Background: an optimization exercise with open tools, aiming at small area. Do not read the settings as production practice. RTL that was checked went through simulation tests only; none was proved equivalent to the original. Function not checked in runs 2 to 4: the RTL went through the layout flow alone. No activity file was given, so power comes from the tool's default toggle rates.

### design.v
`default_nettype none
package ecg_feature_pkg;
    typedef logic signed [12-1:0] amp_t;
    typedef logic signed [9-1:0] interval_t;
    typedef logic signed [16-1:0] feat_sum_t;
endpackage
`default_nettype wire
`timescale 1ns/1ps
`default_nettype none
module ecg_feature_top (
    input  wire                    wclk,
    input  wire                    rst_n,
    input  wire                    feature_rdy,
    input  wire                    mode,
    input  wire [4-1:0] cnt_lead,
    input  ecg_feature_pkg::interval_t              rr_pre,
    input  ecg_feature_pkg::interval_t              rr_post,
    input  ecg_feature_pkg::interval_t              q_loc,
    input  ecg_feature_pkg::interval_t              s_loc,
    input  ecg_feature_pkg::interval_t              r_loc,
    input  ecg_feature_pkg::interval_t              t_loc,
    input  ecg_feature_pkg::interval_t              st_loc,
    input  ecg_feature_pkg::amp_t                   r_amp,
    input  ecg_feature_pkg::amp_t                   q_amp,
    input  ecg_feature_pkg::amp_t                   s_amp,
    input  ecg_feature_pkg::amp_t                   p_amp,
    input  ecg_feature_pkg::amp_t                   t_amp,
    input  ecg_feature_pkg::amp_t                   st_amp,
    input  ecg_feature_pkg::amp_t                   st_amp_2,
    input  ecg_feature_pkg::amp_t                   st_amp_4,
    input  ecg_feature_pkg::amp_t                   st_amp_6,
    input  ecg_feature_pkg::amp_t                   iso_line,
    output ecg_feature_pkg::interval_t              rr_diff,
    output ecg_feature_pkg::interval_t              qrs,
    output ecg_feature_pkg::interval_t              rr_pre_rr_ave,
    output ecg_feature_pkg::interval_t              rr_post_rr_ave,
    output ecg_feature_pkg::interval_t              qrs_cur_qrs_ave,
    output ecg_feature_pkg::amp_t                   r_amp_r_amp_ave,
    output ecg_feature_pkg::amp_t                   q_amp_q_amp_ave,
    output ecg_feature_pkg::amp_t                   s_amp_s_amp_ave,
    output ecg_feature_pkg::amp_t                   p_amp_p_amp_ave,
    output ecg_feature_pkg::amp_t                   t_amp_t_amp_ave,
    output ecg_feature_pkg::amp_t                   q_amp_iso,
    output ecg_feature_pkg::amp_t                   s_amp_iso,
    output ecg_feature_pkg::amp_t                   t_amp_iso,
    output ecg_feature_pkg::amp_t                   st_amp_iso,
    output ecg_feature_pkg::amp_t                   st_slo,
    output ecg_feature_pkg::feat_sum_t              q_amp_iso_sum,
    output ecg_feature_pkg::feat_sum_t              s_amp_iso_sum,
    output ecg_feature_pkg::feat_sum_t              t_amp_iso_sum,
    output ecg_feature_pkg::feat_sum_t              st_amp_iso_sum,
    output ecg_feature_pkg::feat_sum_t              st_slo_sum,
    output logic                   feature_done,
    output logic                   init_features_end
);
    localparam logic [1:0] S_IDLE = 2'd0;
    localparam logic [1:0] S_WAIT = 2'd1;
    localparam logic [1:0] S_RUN  = 2'd2;
    localparam logic [1:0] S_DONE = 2'd3;
    function automatic logic b9(input logic [8:0] x, input logic [8:0] k1h);
        b9 = |(x & k1h);
    endfunction
    function automatic logic b12(input logic [11:0] x, input logic [11:0] k1h);
        b12 = |(x & k1h);
    endfunction
    logic [1:0] state;
    logic [3:0] ph;
    logic       ext;
    logic [3:0] beats;
    logic       zs;
    wire       run      = (state == S_RUN);
    logic [8:0]  k9;
    logic [11:0] k12;
    always_comb begin
        for (int j = 0; j < 8; j++) k9[j] = (ph == 4'(j));
        k9[8] = (ph >= 4'd8);
        for (int j = 0; j < 11; j++) k12[j] = (ph == 4'(j));
        k12[11] = (ph >= 4'd11);
    end
    wire       init     = beats[3];
    wire       lead0    = (cnt_lead == 4'd0);
    wire       do_avg   = !mode || lead0;
    wire       do_mi    = mode;
    wire       beat_end = !mode || (cnt_lead == 4'd11);
    wire w15 = run && !ext;                        
    wire w16 = run && (!ext || ph == 4'd0);        
    wire w9  = w15 && (ph <= 4'd8);
    wire w12 = w15 && (ph <= 4'd11);
    assign feature_done      = (state == S_DONE);
    assign init_features_end = beats[3];
    always_ff @(posedge wclk or negedge rst_n) begin
        if (!rst_n) begin
            state <= S_IDLE;
            ph    <= 4'd0;
            ext   <= 1'b0;
            beats <= 4'd0;
            zs    <= 1'b1;
        end else begin
            ph <= (ph == 4'd14) ? 4'd0 : ph + 4'd1;
            case (state)
                S_IDLE: if (feature_rdy) state <= (ph == 4'd14) ? S_RUN : S_WAIT;
                S_WAIT: if (ph == 4'd14) state <= S_RUN;
                S_RUN: begin
                    if (ph == 4'd14) ext <= 1'b1;
                    if (ext && ph == 4'd2) begin
                        ext   <= 1'b0;
                        state <= S_DONE;
                    end
                end
                default: begin
                    state <= S_IDLE;
                    if (beat_end && !init) beats <= beats + 4'd1;
                    if (do_avg && !init) zs <= 1'b0;
                end
            endcase
        end
    end
    logic c_rd, c_qr;
    wire [1:0] f_rd = b9(rr_post, k9) + {1'b0, !b9(rr_pre, k9)} + {1'b0, c_rd};
    wire [1:0] f_qr = b9(s_loc, k9) + {1'b0, !b9(q_loc, k9)} + {1'b0, c_qr};
    wire       qbit = (ph <= 4'd8) ? f_qr[0] : qrs[8];
    always_ff @(posedge wclk) begin
        c_rd <= w9 ? f_rd[1] : 1'b1;
        c_qr <= w9 ? f_qr[1] : 1'b1;
    end
    always_ff @(posedge wclk) begin
        rr_diff <= (({f_rd[0], rr_diff[8:1]}) & {9{rst_n && (w9 && do_avg)}}) | ((rr_diff) & {9{rst_n && !(w9 && do_avg)}});
        qrs <= (({f_qr[0], qrs[8:1]}) & {9{rst_n && (w9 && do_avg)}}) | ((qrs) & {9{rst_n && !(w9 && do_avg)}});
    end
    wire en_acc = w15 && do_avg;
    wire en_d9  = w9 && do_avg;
    wire en_d12 = w12 && do_avg;
    logic [14:0] sum_rr;
    logic [14:0] sum_qrs;
    logic [14:0] sum_r;
    logic [14:0] sum_q;
    logic [14:0] sum_s;
    logic [14:0] sum_p;
    logic [14:0] sum_t;
    logic c_rr, c_rp, c_qs, c_r, c_q, c_s, c_p, c_t;
    wire y_rr = init ? !(sum_rr[3] && !zs) : (sum_rr[0] && !zs);
    wire y_qs = init ? !(sum_qrs[3] && !zs) : (sum_qrs[0] && !zs);
    wire y_r  = init ? !(sum_r[3] && !zs) : (sum_r[0] && !zs);
    wire y_q  = init ? !(sum_q[3] && !zs) : (sum_q[0] && !zs);
    wire y_s  = init ? !(sum_s[3] && !zs) : (sum_s[0] && !zs);
    wire y_p  = init ? !(sum_p[3] && !zs) : (sum_p[0] && !zs);
    wire y_t  = init ? !(sum_t[3] && !zs) : (sum_t[0] && !zs);
    wire y_rp = !(sum_rr[3] && !zs);
    wire [1:0] f_rr = b9(rr_pre, k9) + {1'b0, y_rr} + {1'b0, c_rr};
    wire [1:0] f_rp = b9(rr_post, k9) + {1'b0, y_rp} + {1'b0, c_rp};
    wire [1:0] f_qs = qbit + {1'b0, y_qs} + {1'b0, c_qs};
    wire [1:0] f_r  = b12(r_amp, k12) + {1'b0, y_r} + {1'b0, c_r};
    wire [1:0] f_q  = b12(q_amp, k12) + {1'b0, y_q} + {1'b0, c_q};
    wire [1:0] f_s  = b12(s_amp, k12) + {1'b0, y_s} + {1'b0, c_s};
    wire [1:0] f_p  = b12(p_amp, k12) + {1'b0, y_p} + {1'b0, c_p};
    wire [1:0] f_t  = b12(t_amp, k12) + {1'b0, y_t} + {1'b0, c_t};
    wire wr_sum = en_acc && !init;
    always_ff @(posedge wclk) begin
        c_rr <= en_acc ? f_rr[1] : init;
        c_rp <= en_acc ? f_rp[1] : 1'b1;
        c_qs <= en_acc ? f_qs[1] : init;
        c_r  <= en_acc ? f_r[1]  : init;
        c_q  <= en_acc ? f_q[1]  : init;
        c_s  <= en_acc ? f_s[1]  : init;
        c_p  <= en_acc ? f_p[1]  : init;
        c_t  <= en_acc ? f_t[1]  : init;
        sum_rr  <= {wr_sum ? f_rr[0] : sum_rr[0],  sum_rr[14:1]};
        sum_qrs <= {wr_sum ? f_qs[0] : sum_qrs[0], sum_qrs[14:1]};
        sum_r   <= {wr_sum ? f_r[0]  : sum_r[0],   sum_r[14:1]};
        sum_q   <= {wr_sum ? f_q[0]  : sum_q[0],   sum_q[14:1]};
        sum_s   <= {wr_sum ? f_s[0]  : sum_s[0],   sum_s[14:1]};
        sum_p   <= {wr_sum ? f_p[0]  : sum_p[0],   sum_p[14:1]};
        sum_t   <= {wr_sum ? f_t[0]  : sum_t[0],   sum_t[14:1]};
    end
    always_ff @(posedge wclk) begin
        rr_pre_rr_ave <= (({init && f_rr[0], rr_pre_rr_ave[8:1]}) & {9{rst_n && (en_d9)}}) | ((rr_pre_rr_ave) & {9{rst_n && !(en_d9)}});
        rr_post_rr_ave <= (({init && f_rp[0], rr_post_rr_ave[8:1]}) & {9{rst_n && (en_d9)}}) | ((rr_post_rr_ave) & {9{rst_n && !(en_d9)}});
        qrs_cur_qrs_ave <= (({init && f_qs[0], qrs_cur_qrs_ave[8:1]}) & {9{rst_n && (en_d9)}}) | ((qrs_cur_qrs_ave) & {9{rst_n && !(en_d9)}});
    end
    always_ff @(posedge wclk) begin
        r_amp_r_amp_ave <= (({init && f_r[0], r_amp_r_amp_ave[11:1]}) & {12{rst_n && (en_d12)}}) | ((r_amp_r_amp_ave) & {12{rst_n && !(en_d12)}});
        q_amp_q_amp_ave <= (({init && f_q[0], q_amp_q_amp_ave[11:1]}) & {12{rst_n && (en_d12)}}) | ((q_amp_q_amp_ave) & {12{rst_n && !(en_d12)}});
        s_amp_s_amp_ave <= (({init && f_s[0], s_amp_s_amp_ave[11:1]}) & {12{rst_n && (en_d12)}}) | ((s_amp_s_amp_ave) & {12{rst_n && !(en_d12)}});
        p_amp_p_amp_ave <= (({init && f_p[0], p_amp_p_amp_ave[11:1]}) & {12{rst_n && (en_d12)}}) | ((p_amp_p_amp_ave) & {12{rst_n && !(en_d12)}});
        t_amp_t_amp_ave <= (({init && f_t[0], t_amp_t_amp_ave[11:1]}) & {12{rst_n && (en_d12)}}) | ((t_amp_t_amp_ave) & {12{rst_n && !(en_d12)}});
    end
    wire en_i12 = w12 && do_mi;
    wire en_i16 = w16 && do_mi;
    wire lo12   = !ext && (ph <= 4'd11);
    logic c_qi, c_si, c_ti, c_sti;
    logic c_qis, c_sis, c_tis, c_stis;
    wire iso_b = !b12(iso_line, k12);
    wire [1:0] f_qi  = b12(q_amp, k12)    + {1'b0, iso_b} + {1'b0, c_qi};
    wire [1:0] f_si  = b12(s_amp, k12)    + {1'b0, iso_b} + {1'b0, c_si};
    wire [1:0] f_ti  = b12(t_amp, k12)    + {1'b0, iso_b} + {1'b0, c_ti};
    wire [1:0] f_sti = b12(st_amp_2, k12) + {1'b0, iso_b} + {1'b0, c_sti};
    wire qi_b  = lo12 ? f_qi[0]  : q_amp_iso[11];
    wire si_b  = lo12 ? f_si[0]  : s_amp_iso[11];
    wire ti_b  = lo12 ? f_ti[0]  : t_amp_iso[11];
    wire sti_b = lo12 ? f_sti[0] : st_amp_iso[11];
    wire [1:0] g_q  = (lead0 ? 1'b0 : q_amp_iso_sum[0])  + {1'b0, qi_b}  + {1'b0, c_qis};
    wire [1:0] g_s  = (lead0 ? 1'b0 : s_amp_iso_sum[0])  + {1'b0, si_b}  + {1'b0, c_sis};
    wire [1:0] g_t  = (lead0 ? 1'b0 : t_amp_iso_sum[0])  + {1'b0, ti_b}  + {1'b0, c_tis};
    wire [1:0] g_st = (lead0 ? 1'b0 : st_amp_iso_sum[0]) + {1'b0, sti_b} + {1'b0, c_stis};
    always_ff @(posedge wclk) begin
        c_qi   <= w12 ? f_qi[1]  : 1'b1;
        c_si   <= w12 ? f_si[1]  : 1'b1;
        c_ti   <= w12 ? f_ti[1]  : 1'b1;
        c_sti  <= w12 ? f_sti[1] : 1'b1;
        c_qis  <= w16 ? g_q[1]   : 1'b0;
        c_sis  <= w16 ? g_s[1]   : 1'b0;
        c_tis  <= w16 ? g_t[1]   : 1'b0;
        c_stis <= w16 ? g_st[1]  : 1'b0;
    end
    always_ff @(posedge wclk) begin
        q_amp_iso <= (({f_qi[0],  q_amp_iso[11:1]}) & {12{rst_n && (en_i12)}}) | ((q_amp_iso) & {12{rst_n && !(en_i12)}});
        s_amp_iso <= (({f_si[0],  s_amp_iso[11:1]}) & {12{rst_n && (en_i12)}}) | ((s_amp_iso) & {12{rst_n && !(en_i12)}});
        t_amp_iso <= (({f_ti[0],  t_amp_iso[11:1]}) & {12{rst_n && (en_i12)}}) | ((t_amp_iso) & {12{rst_n && !(en_i12)}});
        st_amp_iso <= (({f_sti[0], st_amp_iso[11:1]}) & {12{rst_n && (en_i12)}}) | ((st_amp_iso) & {12{rst_n && !(en_i12)}});
    end
    always_ff @(posedge wclk) begin
        q_amp_iso_sum <= (({g_q[0],  q_amp_iso_sum[15:1]}) & {16{rst_n && (en_i16)}}) | ((q_amp_iso_sum) & {16{rst_n && !(en_i16)}});
        s_amp_iso_sum <= (({g_s[0],  s_amp_iso_sum[15:1]}) & {16{rst_n && (en_i16)}}) | ((s_amp_iso_sum) & {16{rst_n && !(en_i16)}});
        t_amp_iso_sum <= (({g_t[0],  t_amp_iso_sum[15:1]}) & {16{rst_n && (en_i16)}}) | ((t_amp_iso_sum) & {16{rst_n && !(en_i16)}});
        st_amp_iso_sum <= (({g_st[0], st_amp_iso_sum[15:1]}) & {16{rst_n && (en_i16)}}) | ((st_amp_iso_sum) & {16{rst_n && !(en_i16)}});
    end
    wire [8:0] st_t_dist = st_loc - t_loc;
    wire       no_wave   = (t_loc == 9'd255) || (r_loc == 9'd255);
    wire       ge8       = !st_t_dist[8] && (st_t_dist[7:3] != 5'd0);
    wire       ge4       = !st_t_dist[8] && (st_t_dist[7:2] != 6'd0);
    wire       sel6      = !no_wave && ge8;
    wire       sel4      = !no_wave && !ge8 && ge4;
    wire [3:0] sh        = sel6 ? 4'd2 : (sel4 ? 4'd1 : 4'd0);
    logic c_sl, c_sls;
    wire a_sl = sel6 ? b12(st_amp_6, k12) : (sel4 ? b12(st_amp_4, k12) : b12(st_amp_2, k12));
    wire b_sl = (sel6 || sel4) ? b12(st_amp_2, k12) : b12(st_amp, k12);
    wire [1:0] f_sl = a_sl + {1'b0, !b_sl} + {1'b0, c_sl};
    wire sl_b = !no_wave && f_sl[0];
    wire sl_lo  = !ext && (ph >= sh) && (ph <= sh + 4'd11);
    wire sl_win = (!ext && (ph >= sh)) || (ext && (ph <= sh));
    wire sls_b  = sl_lo ? sl_b : st_slo[11];
    wire [1:0] g_sl = (lead0 ? 1'b0 : st_slo_sum[0]) + {1'b0, sls_b} + {1'b0, c_sls};
    always_ff @(posedge wclk) begin
        c_sl  <= run ? f_sl[1] : 1'b1;
        c_sls <= (run && sl_win) ? g_sl[1] : 1'b0;
    end
    always_ff @(posedge wclk) begin
        st_slo <= (({sl_b, st_slo[11:1]}) & {12{rst_n && (run && do_mi && sl_lo)}}) | ((st_slo) & {12{rst_n && !(run && do_mi && sl_lo)}});
    end
    always_ff @(posedge wclk) begin
        st_slo_sum <= (({g_sl[0], st_slo_sum[15:1]}) & {16{rst_n && (run && do_mi && sl_win)}}) | ((st_slo_sum) & {16{rst_n && !(run && do_mi && sl_win)}});
    end
endmodule
`default_nettype wire
### flow/run.sh
#!/bin/bash
# ORFS layout as the standard.sh runs it, with these changes:
#  - synthesis maps logic with ABC's &nf area mapper (flow/synth_wrap.tcl);
#  - the port buffers use the smallest buffer cell, buf_1;
#  - the clock tree uses larger sink clusters and no dummy loads.
set -euo pipefail
W=$PWD
cat >> config.mk <<EOC
export BUFFER_PORTS_ARGS = -buffer_cell sky130_fd_sc_hd__buf_1
export CTS_ARGS = -sink_clustering_enable -repair_clock_nets -buf_list sky130_fd_sc_hd__clkbuf_4 -sink_clustering_size 10 -sink_clustering_max_diameter 40 -dont_use_dummy_load
EOC
export ECG_ABC_SCRIPT=$W/flow/abc_nf.script
make -C "$FLOW_HOME" DESIGN_CONFIG=$W/config.mk WORK_HOME=$W/orfs CLKGATE_MAP_FILE= \
  SYNTH_SCRIPT=$W/flow/synth_wrap.tcl finish > $W/make_finish.log 2>&1
R=$W/orfs/results/$FLOW_PLATFORM/ecg_feature_top/base
: # left out here: write the final layout as DEF
### flow/abc_nf.script
&get -n
&st
&dc2
&dch
&nf -R 1000
&put
### flow/synth_wrap.tcl
proc synth {args} { yosys synth -nofsm -noshare {*}$args }
proc abc {args} {
  set i [lsearch -exact $args -script]
  if {$i >= 0} { lset args [expr {$i + 1}] $::env(ECG_ABC_SCRIPT) }
  yosys abc {*}$args
}
proc extract_fa {args} { yosys extract_fa -fa {*}$args }
source $::env(SCRIPTS_DIR)/synth.tcl
# left out here: clear keep_hierarchy, flatten, clean up, hide names made inside functions, write 1_2_yosys.v
### standard.sh
#!/bin/bash
# synth_recipe.tcl (not shown) runs the flow's synth.tcl, then flattens the netlist and writes it again
# the make line also repeats each setting of config.mk as NAME=value (left out here)
make -C /OpenROAD-flow-scripts/flow DESIGN_CONFIG=/design/flow/config.mk WORK_HOME=/design/flow/orfs CLKGATE_MAP_FILE= SYNTH_SCRIPT=/design/flow/synth_recipe.tcl "${@:-finish}"
### config.mk
export PLATFORM = sky130hd
export DESIGN_NAME = ecg_feature_top
export DESIGN_NICKNAME = ecg_feature_top
export VERILOG_FILES = /design/flow/design.v
export SDC_FILE = /design/flow/constraint.sdc
export NUM_CORES = 4
export LEC_CHECK = 0
export ABC_AREA = 1
export CAP_MARGIN = 20
export CORE_MARGIN = 2
export CORE_UTILIZATION = 60
export SLEW_MARGIN = 20
export BUFFER_PORTS_ARGS = -buffer_cell sky130_fd_sc_hd__buf_1
export CTS_ARGS = -sink_clustering_enable -repair_clock_nets -buf_list sky130_fd_sc_hd__clkbuf_4 -sink_clustering_size 10 -sink_clustering_max_diameter 40 -dont_use_dummy_load
### constraint.sdc
create_clock -name core_clock -period 10.0 [get_ports {wclk}]
set_input_delay 2.0000 -clock core_clock [delete_from_list [all_inputs] [get_ports {wclk}]]
set_output_delay 2.0000 -clock core_clock [all_outputs]
set_load 0.01 [all_outputs]
==> qor.csv, run 1 <==
metric;value;unit
clk_path_buf_depth;3;
floorplan.initialDensity;61.0;%
reg2reg_setup_slack;5.50;ns
yosysWarnings;1;
setup.worst_path.start;t_loc[0];
rsz_0062_raised_after_global_routing;no;
worst_ep_required_time;10.50;ns
switching_share;28.6;%
grt_first_pass_wirelength;53200;um
combinational_power_share;16.4;%
r2r-end;st_slo_sum[15];
total_switching_power;816;uW
vdd.ir_drop.worst;108;uV
clock_skew_after_layout;0.0922;ns
drt.antenna.violating_nets;0;
netlist-cell-type-count;41;
path_max_fanout;6;
die-area;21700;sq um
max_clock_freq;175;MHz
routabilityCongestion;0.918;
timing.reg2reg.worst_path_depth;13;
cts-root-buf;sky130_fd_sc_hd__clkbuf_4;
power.static_leakage;0.00560;uW
synth.net_count;1187;
setup.worst_path.end_class;flop;
part_of_the_total_power_dissipated_in_the_clock_network;22.8;%
cp.depth;19;
slowest_stage;sky130_fd_sc_hd__fa_1;
finish.net_count;1691;
clock_tree_from_tritoncts;built;
finalCriticalPeriod;5.72;ns
tightestPinTransition;1.10;ns
register_bit_total_from_synthesis;382;
timing.critical_path.to;st_slo_sum[15];
finalHoldViolCount;0;
cts_inserted_buffers;45;
synth_area_per_cell;12.6;sq um
vias;10369;
synthMostInstantiatedCell;sky130_fd_sc_hd__dfxtp_1;
netlist_instances;976;
postSynth.topFlopCell;sky130_fd_sc_hd__dfxtp_1;
share_seq_of_total_power;60.8;%
placement_rows;52;
fin_cells;1751;
max_h_tree_level;2;
synth_enable_flop_cells;0;
synth.largest_area_cell;sky130_fd_sc_hd__dfxtp_1;
hold_ws;0.299;ns
cts_repair_resizes;0;
chipWidth;147;um
critical_path.cell_chain;buf_1 -> nor2b_1 -> maj3_1 -> a21o_1 -> and2_0 -> o211ai_1 -> o21ai_0 -> a311oi_1 -> xnor2_1 -> nand3_1 -> nand4b_1 -> and2_0 -> nor2_1 -> a21oi_1 -> fa_1 -> and2_0 -> mux2_1 -> fa_1 -> a22o_1;
crit_path_frequent_cell;sky130_fd_sc_hd__and2_0;
core_region_area;20200;sq um
die-height;147;um
clock_sink_count;382;
detailedRoute.firstPassIterationCount;8;
post-route-cell-area;14900;sq um
start_kind;primary input;
dp.cells;1702;
crit-reg2reg-launch;ph[3];
drv_slew;0;
yosysSeqAreaShare;62.7;%
final_critical_path_setup_slack;4.28;ns
area_growth_syn_to_layout;21.0;%
route.detailed.drc;0;
global_route.overflow_total;0;
grt_usage;31.3;%
critical_path.n_buffers_inverters;1;
worst_skew_pair.late_latency;0.65;ns
ratio_of_cells_with_drive_above_1_in_the_final_layout;5.41;%
postCtsSetupBuffers;0;
dp_hpwl;26600;um
dpl-instance-area;14500;sq um
cp_data_arrival_time;6.22;ns
grt_pass1_vias;9796;
post_drt_via_cell_ratio;5.92;
detailedPlace.worstSlack;3.67;ns
pwr_density_cell;192;nW/um^2
wl_per_cell;20.2;um
relSlewSlack;26.6;%
filler_cell_count;1574;
timing_worst_setup_path_type;in -> reg;
part_of_the_cycle_the_worst_path_needs;57.2;%
cts-hold-fix-buffers;0;
synth_top_area_share;60.2;%
ys_top_cells_by_area;sky130_fd_sc_hd__dfxtp_1 (60%), sky130_fd_sc_hd__a22o_1 (18%), sky130_fd_sc_hd__fa_1 (3.3%);
cp_top_family;simple AND/OR/NAND/NOR gates;
wl;35300;um
portBuffers;437;
design.portCount;438;
synthesis.area;12300;sq um
slowest_delay;0.42;ns
setup-violations-final;0;
async_reset_ff_share;3.14;%
status;timing/DRC/antenna clean;
antenna_found_initial;3;
ys_top_cells_by_count;sky130_fd_sc_hd__dfxtp_1 (370), sky130_fd_sc_hd__a22o_1 (246), sky130_fd_sc_hd__nand2_1 (33), sky130_fd_sc_hd__nor2_1 (33), sky130_fd_sc_hd__clkinv_1 (31);
max-cap-violations;0;
hold_path_class;reg -> reg;
initial_drt_markers;845;
fin_tns_setup;0;ns
cts.reportedPaths.clkPinSlew;0.10;ns
intPower;2040;uW
maximum_number_of_pins_on_one_net_before_global_route_repair;65;
## cell usage in the layout, fill, tap and decap left out, types with 4 or more instances in the layout
cell type,instances
sky130_fd_sc_hd__nand2_1,33
sky130_fd_sc_hd__a22o_1,246
sky130_fd_sc_hd__nand2b_1,20
sky130_fd_sc_hd__a21oi_1,14
sky130_fd_sc_hd__a22oi_1,20
sky130_fd_sc_hd__nor3_2,7
sky130_fd_sc_hd__and2_0,9
sky130_fd_sc_hd__buf_1,437
sky130_fd_sc_hd__a31oi_1,6
sky130_fd_sc_hd__a211oi_1,6
sky130_fd_sc_hd__a222oi_1,27
sky130_fd_sc_hd__a221o_1,4
sky130_fd_sc_hd__xnor2_1,8
sky130_fd_sc_hd__and3_1,8
sky130_fd_sc_hd__nand4_1,4
sky130_fd_sc_hd__clkbuf_4,45
sky130_fd_sc_hd__dfxtp_1,370
sky130_fd_sc_hd__nand3_1,10
sky130_fd_sc_hd__a221oi_1,5
sky130_fd_sc_hd__mux2_1,6
sky130_fd_sc_hd__xor2_1,4
sky130_fd_sc_hd__o21ai_0,12
sky130_fd_sc_hd__nor2b_1,16
sky130_fd_sc_hd__buf_4,19
sky130_fd_sc_hd__nor2_1,32
sky130_fd_sc_hd__dfrtp_1,11
sky130_fd_sc_hd__fa_1,20
sky130_fd_sc_hd__nor3_1,6
sky130_fd_sc_hd__clkinv_1,31
sky130_fd_sc_hd__a32o_1,8
## power by group through the flow
| stage | registers (uW) | clock network, uW | logic, uW |
|---|---|---|---|
| finish | 1740 | 651 | 468 |
| detailed placement | 1770 | 0 | 460 |
| global route | 1760 | 727 | 523 |
| global placement | 1770 | 0 | 450 |
| floorplan | 1770 | 0 | 283 |
| CTS | 1740 | 670 | 461 |
## state kept, by name, indices dropped and copies added, names as in the netlist, 15 cells and up
name	flops
sum_p	15
st_amp_iso_sum	16
sum_rr	15
sum_s	15
t_amp_iso_sum	16
q_amp_iso_sum	16
sum_q	15
sum_r	15
st_slo_sum	16
sum_qrs	15
s_amp_iso_sum	16
sum_t	15
## worst min path at each step
stage,slack [ns],depth (start not counted),endpoint,start
after floorplan,0.31,0,sum_p[0],sum_p[1]
after global placement,0.31,0,sum_p[0],sum_p[1]
after detailed placement,0.31,0,sum_qrs[10],sum_qrs[11]
after CTS,0.28,0,sum_s[0],sum_s[1]
after global routing,0.30,0,sum_s[0],sum_s[1]
final,0.30,0,sum_s[0],sum_s[1]
## metal layers
layer	global-route usage, %	routed length (um)	vias up
met5	0	0	-
met1	39.9	14600	4943
met2	49.7	16300	499
met3	7.98	2700	111
li1	-	-	4816
met4	15.5	1710	0
## layout make-up
type	instances	area (sq um)	area share [%]
flip-flops and latches	382	7710	51.8
repair buffers	457	1810	12.2
inverters	31	116	0.781
multi-input cells	563	4570	30.7
well taps	270	338	2.27
clock buffers	45	338	2.27
diodes	3	7.51	0.0504
## metrics by stage
stage / total power (uW) / util [%]
after CTS: 2870 / 73.6
final: 2860 / 73.8
after detailed placement: 2230 / 72.0
after global routing: 3010 / 73.8
after floorplan: 2050 / -
after global placement: 2220 / 72.0
## kinds of logic (layout without fill, tap and decap cells)
group | count (synthesis) | count (layout) | share of synthesized area, %
other | 0 | 3 | 0
and+or+nand+nor | 155 | 155 | 6.35
DFF | 382 | 382 | 62.7
AOI/OAI and AO/OA | 367 | 367 | 25.2
xor gates and xnor gates | 12 | 12 | 0.854
muxes | 7 | 7 | 0.630
adders and majority gates | 22 | 22 | 3.42
buffers and inverters | 31 | 533 | 0.946
==> inputs of run 2 (changes only) <==
--- a/design.v
+++ b/design.v
@@ -125,6 +125,6 @@
     end
     always_ff @(posedge wclk) begin
-        rr_diff <= (({f_rd[0], rr_diff[8:1]}) & {9{rst_n && (w9 && do_avg)}}) | ((rr_diff) & {9{rst_n && !(w9 && do_avg)}});
-        qrs <= (({f_qr[0], qrs[8:1]}) & {9{rst_n && (w9 && do_avg)}}) | ((qrs) & {9{rst_n && !(w9 && do_avg)}});
+        rr_diff <= (({f_rd[0], rr_diff[8:1]}) & {$bits(rr_diff){rst_n && (w9 && do_avg)}}) | ((rr_diff) & {$bits(rr_diff){rst_n && !(w9 && do_avg)}});
+        qrs <= (({f_qr[0], qrs[8:1]}) & {$bits(qrs){rst_n && (w9 && do_avg)}}) | ((qrs) & {$bits(qrs){rst_n && !(w9 && do_avg)}});
     end
     wire en_acc = w15 && do_avg;
@@ -174,14 +174,14 @@
     end
     always_ff @(posedge wclk) begin
-        rr_pre_rr_ave <= (({init && f_rr[0], rr_pre_rr_ave[8:1]}) & {9{rst_n && (en_d9)}}) | ((rr_pre_rr_ave) & {9{rst_n && !(en_d9)}});
-        rr_post_rr_ave <= (({init && f_rp[0], rr_post_rr_ave[8:1]}) & {9{rst_n && (en_d9)}}) | ((rr_post_rr_ave) & {9{rst_n && !(en_d9)}});
-        qrs_cur_qrs_ave <= (({init && f_qs[0], qrs_cur_qrs_ave[8:1]}) & {9{rst_n && (en_d9)}}) | ((qrs_cur_qrs_ave) & {9{rst_n && !(en_d9)}});
-    end
-    always_ff @(posedge wclk) begin
-        r_amp_r_amp_ave <= (({init && f_r[0], r_amp_r_amp_ave[11:1]}) & {12{rst_n && (en_d12)}}) | ((r_amp_r_amp_ave) & {12{rst_n && !(en_d12)}});
-        q_amp_q_amp_ave <= (({init && f_q[0], q_amp_q_amp_ave[11:1]}) & {12{rst_n && (en_d12)}}) | ((q_amp_q_amp_ave) & {12{rst_n && !(en_d12)}});
-        s_amp_s_amp_ave <= (({init && f_s[0], s_amp_s_amp_ave[11:1]}) & {12{rst_n && (en_d12)}}) | ((s_amp_s_amp_ave) & {12{rst_n && !(en_d12)}});
-        p_amp_p_amp_ave <= (({init && f_p[0], p_amp_p_amp_ave[11:1]}) & {12{rst_n && (en_d12)}}) | ((p_amp_p_amp_ave) & {12{rst_n && !(en_d12)}});
-        t_amp_t_amp_ave <= (({init && f_t[0], t_amp_t_amp_ave[11:1]}) & {12{rst_n && (en_d12)}}) | ((t_amp_t_amp_ave) & {12{rst_n && !(en_d12)}});
+        rr_pre_rr_ave <= (({init && f_rr[0], rr_pre_rr_ave[8:1]}) & {$bits(rr_pre_rr_ave){rst_n && (en_d9)}}) | ((rr_pre_rr_ave) & {$bits(rr_pre_rr_ave){rst_n && !(en_d9)}});
+        rr_post_rr_ave <= (({init && f_rp[0], rr_post_rr_ave[8:1]}) & {$bits(rr_post_rr_ave){rst_n && (en_d9)}}) | ((rr_post_rr_ave) & {$bits(rr_post_rr_ave){rst_n && !(en_d9)}});
+        qrs_cur_qrs_ave <= (({init && f_qs[0], qrs_cur_qrs_ave[8:1]}) & {$bits(qrs_cur_qrs_ave){rst_n && (en_d9)}}) | ((qrs_cur_qrs_ave) & {$bits(qrs_cur_qrs_ave){rst_n && !(en_d9)}});
+    end
+    always_ff @(posedge wclk) begin
+        r_amp_r_amp_ave <= (({init && f_r[0], r_amp_r_amp_ave[11:1]}) & {$bits(r_amp_r_amp_ave){rst_n && (en_d12)}}) | ((r_amp_r_amp_ave) & {$bits(r_amp_r_amp_ave){rst_n && !(en_d12)}});
+        q_amp_q_amp_ave <= (({init && f_q[0], q_amp_q_amp_ave[11:1]}) & {$bits(q_amp_q_amp_ave){rst_n && (en_d12)}}) | ((q_amp_q_amp_ave) & {$bits(q_amp_q_amp_ave){rst_n && !(en_d12)}});
+        s_amp_s_amp_ave <= (({init && f_s[0], s_amp_s_amp_ave[11:1]}) & {$bits(s_amp_s_amp_ave){rst_n && (en_d12)}}) | ((s_amp_s_amp_ave) & {$bits(s_amp_s_amp_ave){rst_n && !(en_d12)}});
+        p_amp_p_amp_ave <= (({init && f_p[0], p_amp_p_amp_ave[11:1]}) & {$bits(p_amp_p_amp_ave){rst_n && (en_d12)}}) | ((p_amp_p_amp_ave) & {$bits(p_amp_p_amp_ave){rst_n && !(en_d12)}});
+        t_amp_t_amp_ave <= (({init && f_t[0], t_amp_t_amp_ave[11:1]}) & {$bits(t_amp_t_amp_ave){rst_n && (en_d12)}}) | ((t_amp_t_amp_ave) & {$bits(t_amp_t_amp_ave){rst_n && !(en_d12)}});
     end
     wire en_i12 = w12 && do_mi;
@@ -214,14 +214,14 @@
     end
     always_ff @(posedge wclk) begin
-        q_amp_iso <= (({f_qi[0],  q_amp_iso[11:1]}) & {12{rst_n && (en_i12)}}) | ((q_amp_iso) & {12{rst_n && !(en_i12)}});
-        s_amp_iso <= (({f_si[0],  s_amp_iso[11:1]}) & {12{rst_n && (en_i12)}}) | ((s_amp_iso) & {12{rst_n && !(en_i12)}});
-        t_amp_iso <= (({f_ti[0],  t_amp_iso[11:1]}) & {12{rst_n && (en_i12)}}) | ((t_amp_iso) & {12{rst_n && !(en_i12)}});
-        st_amp_iso <= (({f_sti[0], st_amp_iso[11:1]}) & {12{rst_n && (en_i12)}}) | ((st_amp_iso) & {12{rst_n && !(en_i12)}});
-    end
-    always_ff @(posedge wclk) begin
-        q_amp_iso_sum <= (({g_q[0],  q_amp_iso_sum[15:1]}) & {16{rst_n && (en_i16)}}) | ((q_amp_iso_sum) & {16{rst_n && !(en_i16)}});
-        s_amp_iso_sum <= (({g_s[0],  s_amp_iso_sum[15:1]}) & {16{rst_n && (en_i16)}}) | ((s_amp_iso_sum) & {16{rst_n && !(en_i16)}});
-        t_amp_iso_sum <= (({g_t[0],  t_amp_iso_sum[15:1]}) & {16{rst_n && (en_i16)}}) | ((t_amp_iso_sum) & {16{rst_n && !(en_i16)}});
-        st_amp_iso_sum <= (({g_st[0], st_amp_iso_sum[15:1]}) & {16{rst_n && (en_i16)}}) | ((st_amp_iso_sum) & {16{rst_n && !(en_i16)}});
+        q_amp_iso <= (({f_qi[0],  q_amp_iso[11:1]}) & {$bits(q_amp_iso){rst_n && (en_i12)}}) | ((q_amp_iso) & {$bits(q_amp_iso){rst_n && !(en_i12)}});
+        s_amp_iso <= (({f_si[0],  s_amp_iso[11:1]}) & {$bits(s_amp_iso){rst_n && (en_i12)}}) | ((s_amp_iso) & {$bits(s_amp_iso){rst_n && !(en_i12)}});
+        t_amp_iso <= (({f_ti[0],  t_amp_iso[11:1]}) & {$bits(t_amp_iso){rst_n && (en_i12)}}) | ((t_amp_iso) & {$bits(t_amp_iso){rst_n && !(en_i12)}});
+        st_amp_iso <= (({f_sti[0], st_amp_iso[11:1]}) & {$bits(st_amp_iso){rst_n && (en_i12)}}) | ((st_amp_iso) & {$bits(st_amp_iso){rst_n && !(en_i12)}});
+    end
+    always_ff @(posedge wclk) begin
+        q_amp_iso_sum <= (({g_q[0],  q_amp_iso_sum[15:1]}) & {$bits(q_amp_iso_sum){rst_n && (en_i16)}}) | ((q_amp_iso_sum) & {$bits(q_amp_iso_sum){rst_n && !(en_i16)}});
+        s_amp_iso_sum <= (({g_s[0],  s_amp_iso_sum[15:1]}) & {$bits(s_amp_iso_sum){rst_n && (en_i16)}}) | ((s_amp_iso_sum) & {$bits(s_amp_iso_sum){rst_n && !(en_i16)}});
+        t_amp_iso_sum <= (({g_t[0],  t_amp_iso_sum[15:1]}) & {$bits(t_amp_iso_sum){rst_n && (en_i16)}}) | ((t_amp_iso_sum) & {$bits(t_amp_iso_sum){rst_n && !(en_i16)}});
+        st_amp_iso_sum <= (({g_st[0], st_amp_iso_sum[15:1]}) & {$bits(st_amp_iso_sum){rst_n && (en_i16)}}) | ((st_amp_iso_sum) & {$bits(st_amp_iso_sum){rst_n && !(en_i16)}});
     end
     wire [8:0] st_t_dist = st_loc - t_loc;
@@ -246,8 +246,8 @@
     end
     always_ff @(posedge wclk) begin
-        st_slo <= (({sl_b, st_slo[11:1]}) & {12{rst_n && (run && do_mi && sl_lo)}}) | ((st_slo) & {12{rst_n && !(run && do_mi && sl_lo)}});
-    end
-    always_ff @(posedge wclk) begin
-        st_slo_sum <= (({g_sl[0], st_slo_sum[15:1]}) & {16{rst_n && (run && do_mi && sl_win)}}) | ((st_slo_sum) & {16{rst_n && !(run && do_mi && sl_win)}});
+        st_slo <= (({sl_b, st_slo[11:1]}) & {$bits(st_slo){rst_n && (run && do_mi && sl_lo)}}) | ((st_slo) & {$bits(st_slo){rst_n && !(run && do_mi && sl_lo)}});
+    end
+    always_ff @(posedge wclk) begin
+        st_slo_sum <= (({g_sl[0], st_slo_sum[15:1]}) & {$bits(st_slo_sum){rst_n && (run && do_mi && sl_win)}}) | ((st_slo_sum) & {$bits(st_slo_sum){rst_n && !(run && do_mi && sl_win)}});
     end
 endmodule
==> qor.csv, run 2 <==
metric;value;unit;change
pwr_density_cell;192;nW/um^2;unchanged
initial_drt_markers;845;;unchanged
max-cap-violations;0;;unchanged
die-height;147;um;unchanged
ys_top_cells_by_count;sky130_fd_sc_hd__dfxtp_1 (370), sky130_fd_sc_hd__a22o_1 (246), sky130_fd_sc_hd__nand2_1 (33), sky130_fd_sc_hd__nor2_1 (33), sky130_fd_sc_hd__clkinv_1 (31);;
crit-reg2reg-launch;ph[3];;
synthesis.area;12300;sq um;unchanged
synth_enable_flop_cells;0;;unchanged
timing_worst_setup_path_type;in -> reg;;
detailedRoute.firstPassIterationCount;8;;unchanged
status;timing/DRC/antenna clean;;
synthMostInstantiatedCell;sky130_fd_sc_hd__dfxtp_1;;
cts-root-buf;sky130_fd_sc_hd__clkbuf_4;;
ratio_of_cells_with_drive_above_1_in_the_final_layout;5.41;%;unchanged
clock_skew_after_layout;0.0922;ns;unchanged
tightestPinTransition;1.10;ns;unchanged
worst_ep_required_time;10.50;ns;about the same
ys_top_cells_by_area;sky130_fd_sc_hd__dfxtp_1 (60%), sky130_fd_sc_hd__a22o_1 (18%), sky130_fd_sc_hd__fa_1 (3.3%);;
cts_inserted_buffers;45;;unchanged
rsz_0062_raised_after_global_routing;no;;
core_region_area;20200;sq um;unchanged
post_drt_via_cell_ratio;5.92;;unchanged
routabilityCongestion;0.918;;unchanged
drv_slew;0;;unchanged
filler_cell_count;1574;;unchanged
portBuffers;437;;unchanged
vias;10369;;unchanged
part_of_the_cycle_the_worst_path_needs;57.2;%;unchanged
async_reset_ff_share;3.14;%;unchanged
multi_input_gate_area_in_the_final_layout;4570;sq um;unchanged
synth.net_count;1187;;unchanged
mostFrequentLayoutCell;sky130_fd_sc_hd__buf_1;;
finalHoldViolCount;0;;unchanged
max_h_tree_level;2;;unchanged
vdd.ir_drop.worst;108;uV;unchanged
antenna_found_initial;3;;unchanged
finish.net_count;1691;;unchanged
cts-hold-fix-buffers;0;;unchanged
grt_first_pass_wirelength;53200;um;unchanged
netlist-cell-type-count;41;;unchanged
die-area;21700;sq um;unchanged
chipWidth;147;um;unchanged
floorplan.initialDensity;61.0;%;unchanged
wl;35300;um;unchanged
power.static_leakage;0.00560;uW;unchanged
hold_start;sum_s[1];;
cp_data_arrival_time;6.22;ns;about the same
route.detailed.drc;0;;unchanged
worst_skew_pair.late_latency;0.65;ns;about the same
area_growth_syn_to_layout;21.0;%;unchanged
setup.worst_path.start;t_loc[0];;
grt_usage;31.3;%;unchanged
postCtsSetupBuffers;0;;unchanged
cts_repair_resizes;0;;unchanged
dp.cells;1702;;unchanged
relSlewSlack;26.6;%;unchanged
clk_path_buf_depth;3;;unchanged
max_clock_freq;175;MHz;unchanged
hold_path_class;reg -> reg;;
final-seq-area;7710;sq um;unchanged
final_core_utilization;73.8;%;unchanged
postSynth.topFlopCell;sky130_fd_sc_hd__dfxtp_1;;
synth.largest_area_cell;sky130_fd_sc_hd__dfxtp_1;;
synth_top_area_share;60.2;%;unchanged
highest_count_cells_in_the_layout_ignoring_fill_and_taps;sky130_fd_sc_hd__buf_1 (437), sky130_fd_sc_hd__dfxtp_1 (370), sky130_fd_sc_hd__a22o_1 (246), sky130_fd_sc_hd__clkbuf_4 (45), sky130_fd_sc_hd__nand2_1 (33);;
placement_rows;52;;unchanged
drt.antenna.violating_nets;0;;unchanged
register_bit_total_from_synthesis;382;;unchanged
fin_tns_setup;0;ns;unchanged
setup.worst_path.end_class;flop;;
cts.reportedPaths.clkPinSlew;0.10;ns;about the same
dp_hpwl;26600;um;unchanged
setup-violations-final;0;;unchanged
synth_area_per_cell;12.6;sq um;unchanged
clock_tree_from_tritoncts;built;;
yosysSeqAreaShare;62.7;%;unchanged
clock_sink_count;382;;unchanged
grt_pass1_vias;9796;;unchanged
design.portCount;438;;unchanged
fin_cells;1751;;unchanged
yosysWarnings;1;;unchanged
start_kind;primary input;;
maximum_number_of_pins_on_one_net_before_global_route_repair;65;;unchanged
netlist_instances;976;;unchanged
finalCriticalPeriod;5.72;ns;unchanged
wl_per_cell;20.2;um;unchanged
global_route.overflow_total;0;;unchanged
path_max_fanout;6;;unchanged
==> run 2: where the power goes <==
group	switching (uW)	internal, uW
clock	443	208
combinational	314	154
sequential	59.3	1680
total	816	2040
==> run 2: final timing paths <==
check	endpoint	slack (ns)	cells past startpoint
worst max-delay path	st_slo_sum[15]	4.28	19
worst min-delay path	sum_s[0]	0.30	0
worst max register to register	st_slo_sum[15]	5.50	13
worst min register to register	sum_s[0]	0.30	0
max in group asynchronous	ph[0]	7.98	1
min in group asynchronous	beats[3]	1.42	1
==> run 2: final cells by class <==
type	count	share of cell area [%]
Sequential cell	382	51.8
Antenna cell	3	0.0504
Multi-Input combinational cell	563	30.7
Clock buffer	45	2.27
Timing Repair Buffer	457	12.2
Inverter	31	0.781
Tap cell	270	2.27
==> run 2: kinds of logic after synthesis <==
logic type      after synthesis  share of synthesized area, %
xor+xnor                     12                         0.854
mux                           7                         0.630
simple gates                155                          6.35
fa+ha+maj                    22                          3.42
compound gates              367                          25.2
buf+inv                      31                         0.946
flops                       382                          62.7
==> run 2: stage by stage <==
| stage | total power, uW | setup WS [ns] | hold slack (ns) | cell area (sq um) |
|---|---|---|---|---|
| detailed placement | 2230 | 3.67 | 0.312 | 14500 |
| floorplan | 2050 | 3.43 | 0.310 | 12300 |
| global route | 3010 | 3.93 | 0.303 | 14900 |
| finish | 2860 | 4.28 | 0.299 | 14900 |
| CTS | 2870 | 4.33 | 0.281 | 14900 |
| global placement | 2220 | 3.84 | 0.310 | 14500 |
==> run 2: per-layer routing <==
metal  vias up  part of all wire [%]  global-route usage, %
met4         0                   4.8                   15.5
met5         -                     0                      0
met3       111                   7.7                   7.98
li1       4816                     -                      -
met1      4943                    41                   39.9
met2       499                    46                   49.7
==> run 2: critical path, stage by stage <==
cell	delay (ns)
sky130_fd_sc_hd__buf_1	0.08
sky130_fd_sc_hd__nor2b_1	0.13
sky130_fd_sc_hd__maj3_1	0.38
sky130_fd_sc_hd__a21o_1	0.18
sky130_fd_sc_hd__and2_0	0.18
sky130_fd_sc_hd__o211ai_1	0.16
sky130_fd_sc_hd__o21ai_0	0.17
sky130_fd_sc_hd__a311oi_1	0.30
sky130_fd_sc_hd__xnor2_1	0.17
sky130_fd_sc_hd__nand3_1	0.11
sky130_fd_sc_hd__nand4b_1	0.32
sky130_fd_sc_hd__and2_0	0.31
sky130_fd_sc_hd__nor2_1	0.14
sky130_fd_sc_hd__a21oi_1	0.07
sky130_fd_sc_hd__fa_1	0.42
sky130_fd_sc_hd__and2_0	0.16
sky130_fd_sc_hd__mux2_1	0.32
sky130_fd_sc_hd__fa_1	0.42
sky130_fd_sc_hd__a22o_1	0.20
==> inputs of run 3 (changes only) <==
--- a/flow/run.sh
+++ b/flow/run.sh
@@ -8,5 +8,5 @@
 cat >> config.mk <<EOC
 export BUFFER_PORTS_ARGS = -buffer_cell sky130_fd_sc_hd__buf_1
-export CTS_ARGS = -sink_clustering_enable -repair_clock_nets -buf_list sky130_fd_sc_hd__clkbuf_4 -sink_clustering_size 10 -sink_clustering_max_diameter 40 -dont_use_dummy_load
+export CTS_ARGS = -sink_clustering_enable -repair_clock_nets -buf_list sky130_fd_sc_hd__clkbuf_8 -sink_clustering_size 20 -sink_clustering_max_diameter 60 -dont_use_dummy_load
 EOC
 export ECG_ABC_SCRIPT=$W/flow/abc_nf.script
--- a/config.mk
+++ b/config.mk
@@ -12,3 +12,3 @@
 export SLEW_MARGIN = 20
 export BUFFER_PORTS_ARGS = -buffer_cell sky130_fd_sc_hd__buf_1
-export CTS_ARGS = -sink_clustering_enable -repair_clock_nets -buf_list sky130_fd_sc_hd__clkbuf_4 -sink_clustering_size 10 -sink_clustering_max_diameter 40 -dont_use_dummy_load
+export CTS_ARGS = -sink_clustering_enable -repair_clock_nets -buf_list sky130_fd_sc_hd__clkbuf_8 -sink_clustering_size 20 -sink_clustering_max_diameter 60 -dont_use_dummy_load
==> qor.csv, run 3 <==
metric;value;unit;change
status;timing/DRC/antenna clean;;
design.portCount;438;;unchanged
final_core_utilization;73.7;%;-0.11 points
routed_wire_length_on_met3;2750;um;+1.7%
drv_slew;0;;unchanged
final-seq-area;7710;sq um;unchanged
rsz_0062_raised_after_global_routing;no;;
setup-violations-final;0;;unchanged
max_clock_freq;173;MHz;-0.89%
postSynth.topFlopCell;sky130_fd_sc_hd__dfxtp_1;;
slowest_stage;sky130_fd_sc_hd__fa_1;;
clock_skew_after_layout;0.0598;ns;-0.0324 ns
postCtsSetupBuffers;0;;unchanged
filler_cell_count;1575;;+0.064%
drt.antenna.violating_nets;0;;unchanged
synth_enable_flop_cells;0;;unchanged
ratio_of_cells_with_drive_above_1_in_the_final_layout;4.05;%;-1.4 points
setup.worst_path.end_class;flop;;
synthesis.area;12300;sq um;unchanged
yosysSeqAreaShare;62.7;%;unchanged
routabilityCongestion;0.918;;unchanged
synth_top_area_share;60.2;%;unchanged
multi_input_gate_area_in_the_final_layout;4570;sq um;unchanged
synthMostInstantiatedCell;sky130_fd_sc_hd__dfxtp_1;;
wl;35200;um;-0.30%
critical_path.n_buffers_inverters;1;;unchanged
core_region_area;20200;sq um;unchanged
vdd.ir_drop.worst;117;uV;+7.7%
finish.net_count;1670;;-1.2%
antenna_found_initial;2;;-1
fin_tns_setup;0;ns;unchanged
clock_tree_from_tritoncts;built;;
async_reset_ff_share;3.14;%;unchanged
post-route-cell-area;14900;sq um;-0.15%
synth.largest_area_cell;sky130_fd_sc_hd__dfxtp_1;;
cts-root-buf;sky130_fd_sc_hd__clkbuf_8;;
initial_drt_markers;808;;-4.4%
pwr_density_cell;192;nW/um^2;-0.19%
clock_sink_count;382;;unchanged
post_drt_via_cell_ratio;5.91;;-0.27%
part_of_the_cycle_the_worst_path_needs;57.7;%;+0.51 points
floorplan.initialDensity;61.0;%;unchanged
cts_inserted_buffers;24;;-47%
grt_pass1_vias;9605;;-1.9%
finalHoldViolCount;0;;unchanged
worst_ep_required_time;10.46;ns;-0.04 ns
grt_usage;30.9;%;-0.36 points
placement_rows;52;;unchanged
clk_path_buf_depth;3;;unchanged
global_route.overflow_total;0;;unchanged
synth_area_per_cell;12.6;sq um;unchanged
top_signal_layer_used;met4;;
cp_data_arrival_time;6.23;ns;about the same
vias;10211;;-1.5%
dp_hpwl;26600;um;unchanged
die-area;21700;sq um;unchanged
cts_repair_resizes;0;;unchanged
fin_cells;1729;;-1.3%
hold_path_class;reg -> reg;;
slowest_delay;0.43;ns;about the same
route.detailed.drc;0;;unchanged
path_max_fanout;6;;unchanged
detailedRoute.firstPassIterationCount;7;;-1
cts-hold-fix-buffers;0;;unchanged
netlist_instances;976;;unchanged
area_growth_syn_to_layout;20.8;%;
netlist-cell-type-count;41;;unchanged
highest_count_cells_in_the_layout_ignoring_fill_and_taps;sky130_fd_sc_hd__buf_1 (437), sky130_fd_sc_hd__dfxtp_1 (370), sky130_fd_sc_hd__a22o_1 (246), sky130_fd_sc_hd__nand2_1 (33), sky130_fd_sc_hd__nor2_1 (32);;
worst_skew_pair.late_latency;0.56;ns;-0.09 ns
critical_path.cell_chain;buf_1 -> nor2b_1 -> maj3_1 -> a21o_1 -> and2_0 -> o211ai_1 -> o21ai_0 -> a311oi_1 -> xnor2_1 -> nand3_1 -> nand4b_1 -> and2_0 -> nor2_1 -> a21oi_1 -> fa_1 -> and2_0 -> mux2_1 -> fa_1 -> a22o_1;;
ys_top_cells_by_count;sky130_fd_sc_hd__dfxtp_1 (370), sky130_fd_sc_hd__a22o_1 (246), sky130_fd_sc_hd__nand2_1 (33), sky130_fd_sc_hd__nor2_1 (33), sky130_fd_sc_hd__clkinv_1 (31);;
portBuffers;437;;unchanged
dpl-instance-area;14500;sq um;unchanged
yosysWarnings;1;;unchanged
timing_worst_setup_path_type;in -> reg;;
max-cap-violations;0;;unchanged
mostFrequentLayoutCell;sky130_fd_sc_hd__buf_1;;
drt-met1-wl;14400;um;-1.5%
crit_path_frequent_cell;sky130_fd_sc_hd__and2_0;;
cts.reportedPaths.clkPinSlew;0.12;ns;+0.02 ns
register_bit_total_from_synthesis;382;;unchanged
ys_top_cells_by_area;sky130_fd_sc_hd__dfxtp_1 (60%), sky130_fd_sc_hd__a22o_1 (18%), sky130_fd_sc_hd__fa_1 (3.3%);;
start_kind;primary input;;
cp_top_family;simple AND/OR/NAND/NOR gates;;
met2_length;16400;um;+0.71%
power.static_leakage;0.00556;uW;-0.71%
finalCriticalPeriod;5.77;ns;+0.0511 ns
synth.net_count;1187;;unchanged
grt_first_pass_wirelength;52800;um;-0.74%
max_h_tree_level;1;;-1
tightestPinTransition;1.09;ns;-0.00485 ns
chipWidth;147;um;unchanged
relSlewSlack;26.9;%;+0.32 points
wl_per_cell;20.4;um;+0.97%
maximum_number_of_pins_on_one_net_before_global_route_repair;65;;unchanged
dp.cells;1702;;unchanged
die-height;147;um;unchanged
run 3: final cells by class:
cell class,instances,area share (%)
Sequential cell,382,51.8
Timing Repair Buffer,457,12.1
Multi-Input combinational cell,563,30.7
Tap cell,270,2.27
Antenna cell,2,0.0337
Clock buffer,24,2.22
Inverter,31,0.783
run 3: path summary, 6_finish.rpt:
kind                           from        endpoint  slack [ns]  depth (start not counted)
hold reg to reg            sum_q[6]        sum_q[5]        0.32                          0
max in group asynchronous     rst_n           ph[3]        7.87                          1
min in group asynchronous     rst_n        beats[3]        1.52                          1
setup / recovery           t_loc[0]  st_slo_sum[15]        4.23                         19
setup reg to reg              ph[3]  st_slo_sum[15]        5.57                         13
hold / removal             sum_q[6]        sum_q[5]        0.32                          0
run 3: kinds of logic after synthesis:
family / share of synthesized area (%)
multiplexers: 0.630
AND/OR/NAND/NOR: 6.35
flip-flops: 62.7
buffers and inverters: 0.946
AO/OA/AOI/OAI: 25.2
adder cells (fa/ha/maj): 3.42
XOR/XNOR: 0.854
run 3: worst register-to-register path: cells and delay by family, from the launching register on:
family | cells | cell delay, ns
AND/OR/NAND/NOR | 5 | 1.54
flip-flops | 1 | 0.79
AO/OA/AOI/OAI | 4 | 0.80
multiplexers | 1 | 0.32
adder cells (fa/ha/maj) | 2 | 0.85
buffers and inverters | 1 | 0.09
run 3: report_power, final:
part           internal (uW)  switching [uW]
logic                    152             315
clock network            217             424
registers               1680            59.7
total                   2050             799
run 3: stage by stage:
step | setup slack (ns) | hold WS [ns] | total power [uW]
after floorplan | 3.43 | 0.310 | 2050
after global placement | 3.84 | 0.310 | 2220
after detailed placement | 3.67 | 0.312 | 2230
after CTS | 4.27 | 0.315 | 2860
after global routing | 3.86 | 0.304 | 2990
final | 4.23 | 0.319 | 2850
run 3: layer usage:
metal  GRT usage, %  vias to the layer above
li1               -                     4741
met1           39.7                     4893
met2           50.0                      468
met3           7.24                      109
met4           13.9                        0
met5              0                        -
==> inputs of run 4 (changes only) <==
--- a/design.v
+++ b/design.v
@@ -70,4 +70,5 @@
     logic       zs;
     wire       run      = (state == S_RUN);
+    wire [4:0] step     = {ext, ph};
     logic [8:0]  k9;
     logic [11:0] k12;
@@ -83,8 +84,7 @@
     wire       do_mi    = mode;
     wire       beat_end = !mode || (cnt_lead == 4'd11);
-    wire w15 = run && !ext;                        
-    wire w16 = run && (!ext || ph == 4'd0);        
-    wire w9  = w15 && (ph <= 4'd8);
-    wire w12 = w15 && (ph <= 4'd11);
+    wire w16 = run && !ext;
+    wire w9  = w16 && (ph <= 4'd8);
+    wire w12 = w16 && (ph <= 4'd11);
     assign feature_done      = (state == S_DONE);
     assign init_features_end = beats[3];
@@ -97,11 +97,11 @@
             zs    <= 1'b1;
         end else begin
-            ph <= (ph == 4'd14) ? 4'd0 : ph + 4'd1;
+            ph <= ph + 4'd1;
             case (state)
-                S_IDLE: if (feature_rdy) state <= (ph == 4'd14) ? S_RUN : S_WAIT;
-                S_WAIT: if (ph == 4'd14) state <= S_RUN;
+                S_IDLE: if (feature_rdy) state <= (ph == 4'd15) ? S_RUN : S_WAIT;
+                S_WAIT: if (ph == 4'd15) state <= S_RUN;
                 S_RUN: begin
-                    if (ph == 4'd14) ext <= 1'b1;
-                    if (ext && ph == 4'd2) begin
+                    if (ph == 4'd15) ext <= 1'b1;
+                    if (ext && ph == 4'd1) begin
                         ext   <= 1'b0;
                         state <= S_DONE;
@@ -128,14 +128,14 @@
         qrs <= (({f_qr[0], qrs[8:1]}) & {$bits(qrs){rst_n && (w9 && do_avg)}}) | ((qrs) & {$bits(qrs){rst_n && !(w9 && do_avg)}});
     end
-    wire en_acc = w15 && do_avg;
+    wire en_acc = w16 && do_avg;
     wire en_d9  = w9 && do_avg;
     wire en_d12 = w12 && do_avg;
-    logic [14:0] sum_rr;
-    logic [14:0] sum_qrs;
-    logic [14:0] sum_r;
-    logic [14:0] sum_q;
-    logic [14:0] sum_s;
-    logic [14:0] sum_p;
-    logic [14:0] sum_t;
+    logic [15:0] sum_rr;
+    logic [15:0] sum_qrs;
+    logic [15:0] sum_r;
+    logic [15:0] sum_q;
+    logic [15:0] sum_s;
+    logic [15:0] sum_p;
+    logic [15:0] sum_t;
     logic c_rr, c_rp, c_qs, c_r, c_q, c_s, c_p, c_t;
     wire y_rr = init ? !(sum_rr[3] && !zs) : (sum_rr[0] && !zs);
@@ -165,11 +165,11 @@
         c_p  <= en_acc ? f_p[1]  : init;
         c_t  <= en_acc ? f_t[1]  : init;
-        sum_rr  <= {wr_sum ? f_rr[0] : sum_rr[0],  sum_rr[14:1]};
-        sum_qrs <= {wr_sum ? f_qs[0] : sum_qrs[0], sum_qrs[14:1]};
-        sum_r   <= {wr_sum ? f_r[0]  : sum_r[0],   sum_r[14:1]};
-        sum_q   <= {wr_sum ? f_q[0]  : sum_q[0],   sum_q[14:1]};
-        sum_s   <= {wr_sum ? f_s[0]  : sum_s[0],   sum_s[14:1]};
-        sum_p   <= {wr_sum ? f_p[0]  : sum_p[0],   sum_p[14:1]};
-        sum_t   <= {wr_sum ? f_t[0]  : sum_t[0],   sum_t[14:1]};
+        sum_rr  <= {wr_sum ? f_rr[0] : sum_rr[0],  sum_rr[15:1]};
+        sum_qrs <= {wr_sum ? f_qs[0] : sum_qrs[0], sum_qrs[15:1]};
+        sum_r   <= {wr_sum ? f_r[0]  : sum_r[0],   sum_r[15:1]};
+        sum_q   <= {wr_sum ? f_q[0]  : sum_q[0],   sum_q[15:1]};
+        sum_s   <= {wr_sum ? f_s[0]  : sum_s[0],   sum_s[15:1]};
+        sum_p   <= {wr_sum ? f_p[0]  : sum_p[0],   sum_p[15:1]};
+        sum_t   <= {wr_sum ? f_t[0]  : sum_t[0],   sum_t[15:1]};
     end
     always_ff @(posedge wclk) begin
@@ -187,5 +187,5 @@
     wire en_i12 = w12 && do_mi;
     wire en_i16 = w16 && do_mi;
-    wire lo12   = !ext && (ph <= 4'd11);
+    wire lo12   = (ph <= 4'd11);
     logic c_qi, c_si, c_ti, c_sti;
     logic c_qis, c_sis, c_tis, c_stis;
@@ -231,5 +231,5 @@
     wire       sel6      = !no_wave && ge8;
     wire       sel4      = !no_wave && !ge8 && ge4;
-    wire [3:0] sh        = sel6 ? 4'd2 : (sel4 ? 4'd1 : 4'd0);
+    wire [4:0] sh        = sel6 ? 5'd2 : (sel4 ? 5'd1 : 5'd0);
     logic c_sl, c_sls;
     wire a_sl = sel6 ? b12(st_amp_6, k12) : (sel4 ? b12(st_amp_4, k12) : b12(st_amp_2, k12));
@@ -237,6 +237,6 @@
     wire [1:0] f_sl = a_sl + {1'b0, !b_sl} + {1'b0, c_sl};
     wire sl_b = !no_wave && f_sl[0];
-    wire sl_lo  = !ext && (ph >= sh) && (ph <= sh + 4'd11);
-    wire sl_win = (!ext && (ph >= sh)) || (ext && (ph <= sh));
+    wire sl_lo  = (step >= sh) && (step <= sh + 5'd11);
+    wire sl_win = (step >= sh) && (step <= sh + 5'd15);
     wire sls_b  = sl_lo ? sl_b : st_slo[11];
     wire [1:0] g_sl = (lead0 ? 1'b0 : st_slo_sum[0]) + {1'b0, sls_b} + {1'b0, c_sls};
--- a/flow/run.sh
+++ b/flow/run.sh
@@ -8,5 +8,5 @@
 cat >> config.mk <<EOC
 export BUFFER_PORTS_ARGS = -buffer_cell sky130_fd_sc_hd__buf_1
-export CTS_ARGS = -sink_clustering_enable -repair_clock_nets -buf_list sky130_fd_sc_hd__clkbuf_8 -sink_clustering_size 20 -sink_clustering_max_diameter 60 -dont_use_dummy_load
+export CTS_ARGS = -sink_clustering_enable -repair_clock_nets -buf_list sky130_fd_sc_hd__clkbuf_16 -sink_clustering_size 25 -sink_clustering_max_diameter 60 -dont_use_dummy_load
 EOC
 export ECG_ABC_SCRIPT=$W/flow/abc_nf.script
==> flow/abc_nf.script (replaced) <==
&get -n
&st
&dch
&nf
&put
topo
==> flow/synth_wrap.tcl (replaced) <==
# The standard flow's synthesis (synth_recipe.tcl) with one change: Yosys's abc call uses
# the area-oriented &nf mapper script in ECG_ABC_SCRIPT instead of ORFS's
# abc_area.script. Registers and their names are untouched.
proc synth {args} { yosys synth -nofsm -noshare {*}$args }
proc abc {args} {
  set i [lsearch -exact $args -script]
  if {$i >= 0} { lset args [expr {$i + 1}] $::env(ECG_ABC_SCRIPT) }
  yosys abc {*}$args
}
source $::env(SCRIPTS_DIR)/synth.tcl
# left out here: clear keep_hierarchy, flatten, clean up, hide names made inside functions, write 1_2_yosys.v
==> config.mk (replaced) <==
export PLATFORM = sky130hd
export DESIGN_NAME = ecg_feature_top
export DESIGN_NICKNAME = ecg_feature_top
export VERILOG_FILES = /design/flow/design.v
export SDC_FILE = /design/flow/constraint.sdc
export NUM_CORES = 4
export LEC_CHECK = 0
export ABC_AREA = 1
export CAP_MARGIN = 20
export CORE_MARGIN = 2
export CORE_UTILIZATION = 40
export SLEW_MARGIN = 20
export BUFFER_PORTS_ARGS = -buffer_cell sky130_fd_sc_hd__buf_1
export CTS_ARGS = -sink_clustering_enable -repair_clock_nets -buf_list sky130_fd_sc_hd__clkbuf_16 -sink_clustering_size 25 -sink_clustering_max_diameter 60 -dont_use_dummy_load
==> qor.csv, run 4 <==
metric;value;unit;change
wl;34600;um;-1.7%
grt_usage;19.9;%;-11 points
core_region_area;31500;sq um;+56%
tightestPinTransition;1.04;ns;-0.0478 ns
synthesis.area;12800;sq um;+3.7%
start_kind;primary input;;
setup-violations-final;0;;unchanged
max-cap-violations;0;;unchanged
rsz_0062_raised_after_global_routing;no;;
cts_inserted_buffers;27;;+13%
cts-hold-fix-buffers;0;;unchanged
synth.net_count;1254;;+5.6%
synth.largest_area_cell;sky130_fd_sc_hd__dfxtp_1;;
cts_repair_resizes;0;;unchanged
fin_tns_setup;0;ns;unchanged
part_of_the_cycle_the_worst_path_needs;61.3;%;+3.6 points
status;timing/DRC/antenna clean;;
critical_path.cell_chain;buf_1 -> clkinv_1 -> ha_1 -> nand2_1 -> or3_1 -> and3_1 -> a2111oi_0 -> nand4b_1 -> o211ai_1 -> clkinv_1 -> ha_1 -> a21oi_1 -> o21bai_1 -> a311o_1 -> mux2_1 -> fa_1 -> a22o_1;;
slowest_delay;0.57;ns;+0.14 ns
grtUsageMet3;3.35;%;-3.9 points
grt_pass1_vias;9533;;-0.75%
detailedRoute.firstPassIterationCount;5;;-2
floorplan.initialDensity;40.5;%;-20 points
dp_hpwl;25200;um;-5.3%
setup.worst_path.end_class;flop;;
post_drt_via_cell_ratio;5.31;;-10%
global_route.overflow_total;0;;unchanged
initial_drt_markers;511;;-37%
drt.antenna.violating_nets;0;;unchanged
worst_skew_pair.late_latency;0.55;ns;about the same
clock_sink_count;389;;+1.8%
ys_top_cells_by_area;sky130_fd_sc_hd__dfxtp_1 (59%), sky130_fd_sc_hd__a22o_1 (17%), sky130_fd_sc_hd__fa_1 (3.1%);;
power.static_leakage;0.00598;uW;+7.5%
vdd.ir_drop.worst;129;uV;+11%
finalCriticalPeriod;6.13;ns;+0.363 ns
wl_per_cell;18.2;um;-11%
max_h_tree_level;1;;unchanged
netlist_instances;1019;;+4.4%
met2_usage;33.2;%;-17 points
path_max_fanout;6;;unchanged
postCtsSetupBuffers;0;;unchanged
maximum_number_of_pins_on_one_net_before_global_route_repair;66;;+1.5%
synth_top_area_share;59.2;%;-1.1 points
placement_rows;65;;+25%
clock_skew_after_layout;0.0489;ns;-0.0108 ns
clk_path_buf_depth;3;;unchanged
mostFrequentLayoutCell;sky130_fd_sc_hd__buf_1;;
design_power_total;3050;uW;+7.1%
drv_slew;0;;unchanged
synth_area_per_cell;12.5;sq um;-0.67%
vias;10108;;-1.0%
finish.net_count;1734;;+3.8%
chipWidth;183;um;+24%
finalHoldViolCount;0;;unchanged
hold_path_class;reg -> reg;;
worst_ep_required_time;10.42;ns;-0.04 ns
grt_first_pass_wirelength;52800;um;about the same
async_reset_ff_share;3.08;%;-0.057 points
yosysWarnings;1;;unchanged
gr-max-usage-layer;met2;;
max_clock_freq;163;MHz;-5.9%
portBuffers;437;;unchanged
yosysSeqAreaShare;61.5;%;-1.1 points
postSynth.topFlopCell;sky130_fd_sc_hd__dfxtp_1;;
cp_data_arrival_time;6.55;ns;+0.32 ns
die-area;33300;sq um;+54%
design.portCount;438;;unchanged
cts.reportedPaths.clkPinSlew;0.09;ns;-0.03 ns
register_bit_total_from_synthesis;389;;+1.8%
netlist-cell-type-count;47;;+15%
timing_worst_setup_path_type;in -> reg;;
die-height;183;um;+24%
clock_tree_from_tritoncts;built;;
slowest_stage;sky130_fd_sc_hd__o211ai_1;;
relSlewSlack;30.4;%;+3.5 points
area_growth_syn_to_layout;23.5;%;
route.detailed.drc;0;;unchanged
pwr_density_cell;194;nW/um^2;+1.1%
antenna_found_initial;4;;+2
use_met1;25.0;%;-15 points
synth_enable_flop_cells;0;;unchanged
ratio_of_cells_with_drive_above_1_in_the_final_layout;3.41;%;-0.64 points
synthMostInstantiatedCell;sky130_fd_sc_hd__dfxtp_1;;
ys_top_cells_by_count;sky130_fd_sc_hd__dfxtp_1 (377), sky130_fd_sc_hd__a22o_1 (242), sky130_fd_sc_hd__clkinv_1 (43), sky130_fd_sc_hd__nand2_1 (39), sky130_fd_sc_hd__a22oi_1 (35);;
routabilityCongestion;0.971;;+5.8%
cts-root-buf;sky130_fd_sc_hd__clkbuf_16;;
highest_count_cells_in_the_layout_ignoring_fill_and_taps;sky130_fd_sc_hd__buf_1 (437), sky130_fd_sc_hd__dfxtp_1 (377), sky130_fd_sc_hd__a22o_1 (242), sky130_fd_sc_hd__clkinv_1 (43), sky130_fd_sc_hd__nand2_1 (39);;
run 4: path summary, 6_finish.rpt:
path / start / endpoint / slack, ns / cells past startpoint
worst min register to register: sum_qrs[8] / sum_qrs[7] / 0.29 / 0
worst max-delay path: t_loc[3] / st_slo_sum[15] / 3.87 / 17
min in group asynchronous: rst_n / state[1] / 1.39 / 2
worst max register to register: ph[3] / st_slo_sum[15] / 5.31 / 12
worst min-delay path: sum_qrs[8] / sum_qrs[7] / 0.29 / 0
max in group asynchronous: rst_n / zs / 8.33 / 2
run 4: cell families (layout without fill, tap and decap cells):
| group | count (synthesis) | after routing | synth area share (%) |
|---|---|---|---|
| DFF | 389 | 389 | 61.5 |
| AOI/OAI and AO/OA | 381 | 381 | 24.6 |
| and+or+nand+nor | 145 | 145 | 5.86 |
| adders and majority gates | 44 | 44 | 5.49 |
| buffers and inverters | 43 | 521 | 1.27 |
| xor gates and xnor gates | 9 | 9 | 0.618 |
| muxes | 8 | 8 | 0.686 |
| other | 0 | 4 | 0 |
run 4: through the flow:
stage                     cells  setup slack [ns]  utilization [%]  hold slack (ns)  instance area, sq um
after floorplan            1019              2.76                -            0.310                 12800
after global placement     1872              3.42             47.9            0.310                 15100
after detailed placement   1872              3.19             47.9            0.312                 15100
after CTS                  1899              3.72             50.0            0.283                 15700
after global routing       1903              3.49             50.1            0.280                 15800
final                      1903              3.87             50.1            0.286                 15800
run 4: critical path, delay by kind of cell:
| family | cells | cell delay, ns |
|---|---|---|
| buffers and inverters | 3 | 0.29 |
| multiplexers | 1 | 0.35 |
| AO/OA/AOI/OAI | 6 | 1.84 |
| AND/OR/NAND/NOR | 4 | 0.94 |
| adder cells (fa/ha/maj) | 3 | 1.12 |
run 4: metal layers:
| metal | up-vias | wire, um |
|---|---|---|
| met5 | - | 0 |
| met4 | 0 | 1410 |
| met3 | 77 | 2080 |
| met2 | 368 | 16300 |
| met1 | 4782 | 14800 |
| li1 | 4881 | - |
run 4: area by class of cell:
type / count / area (sq um)
diodes: 4 / 10.0
clock buffers: 27 / 676
fillers: 2919 / 15700
inverters: 43 / 161
multi-input cells: 587 / 4810
flip-flops and latches: 389 / 7850
well taps: 402 / 503
repair buffers: 451 / 1750
run 4: report_power, final:
part,switching [uW],internal (uW)
clock network,476,475
registers,44.4,1670
logic,257,130
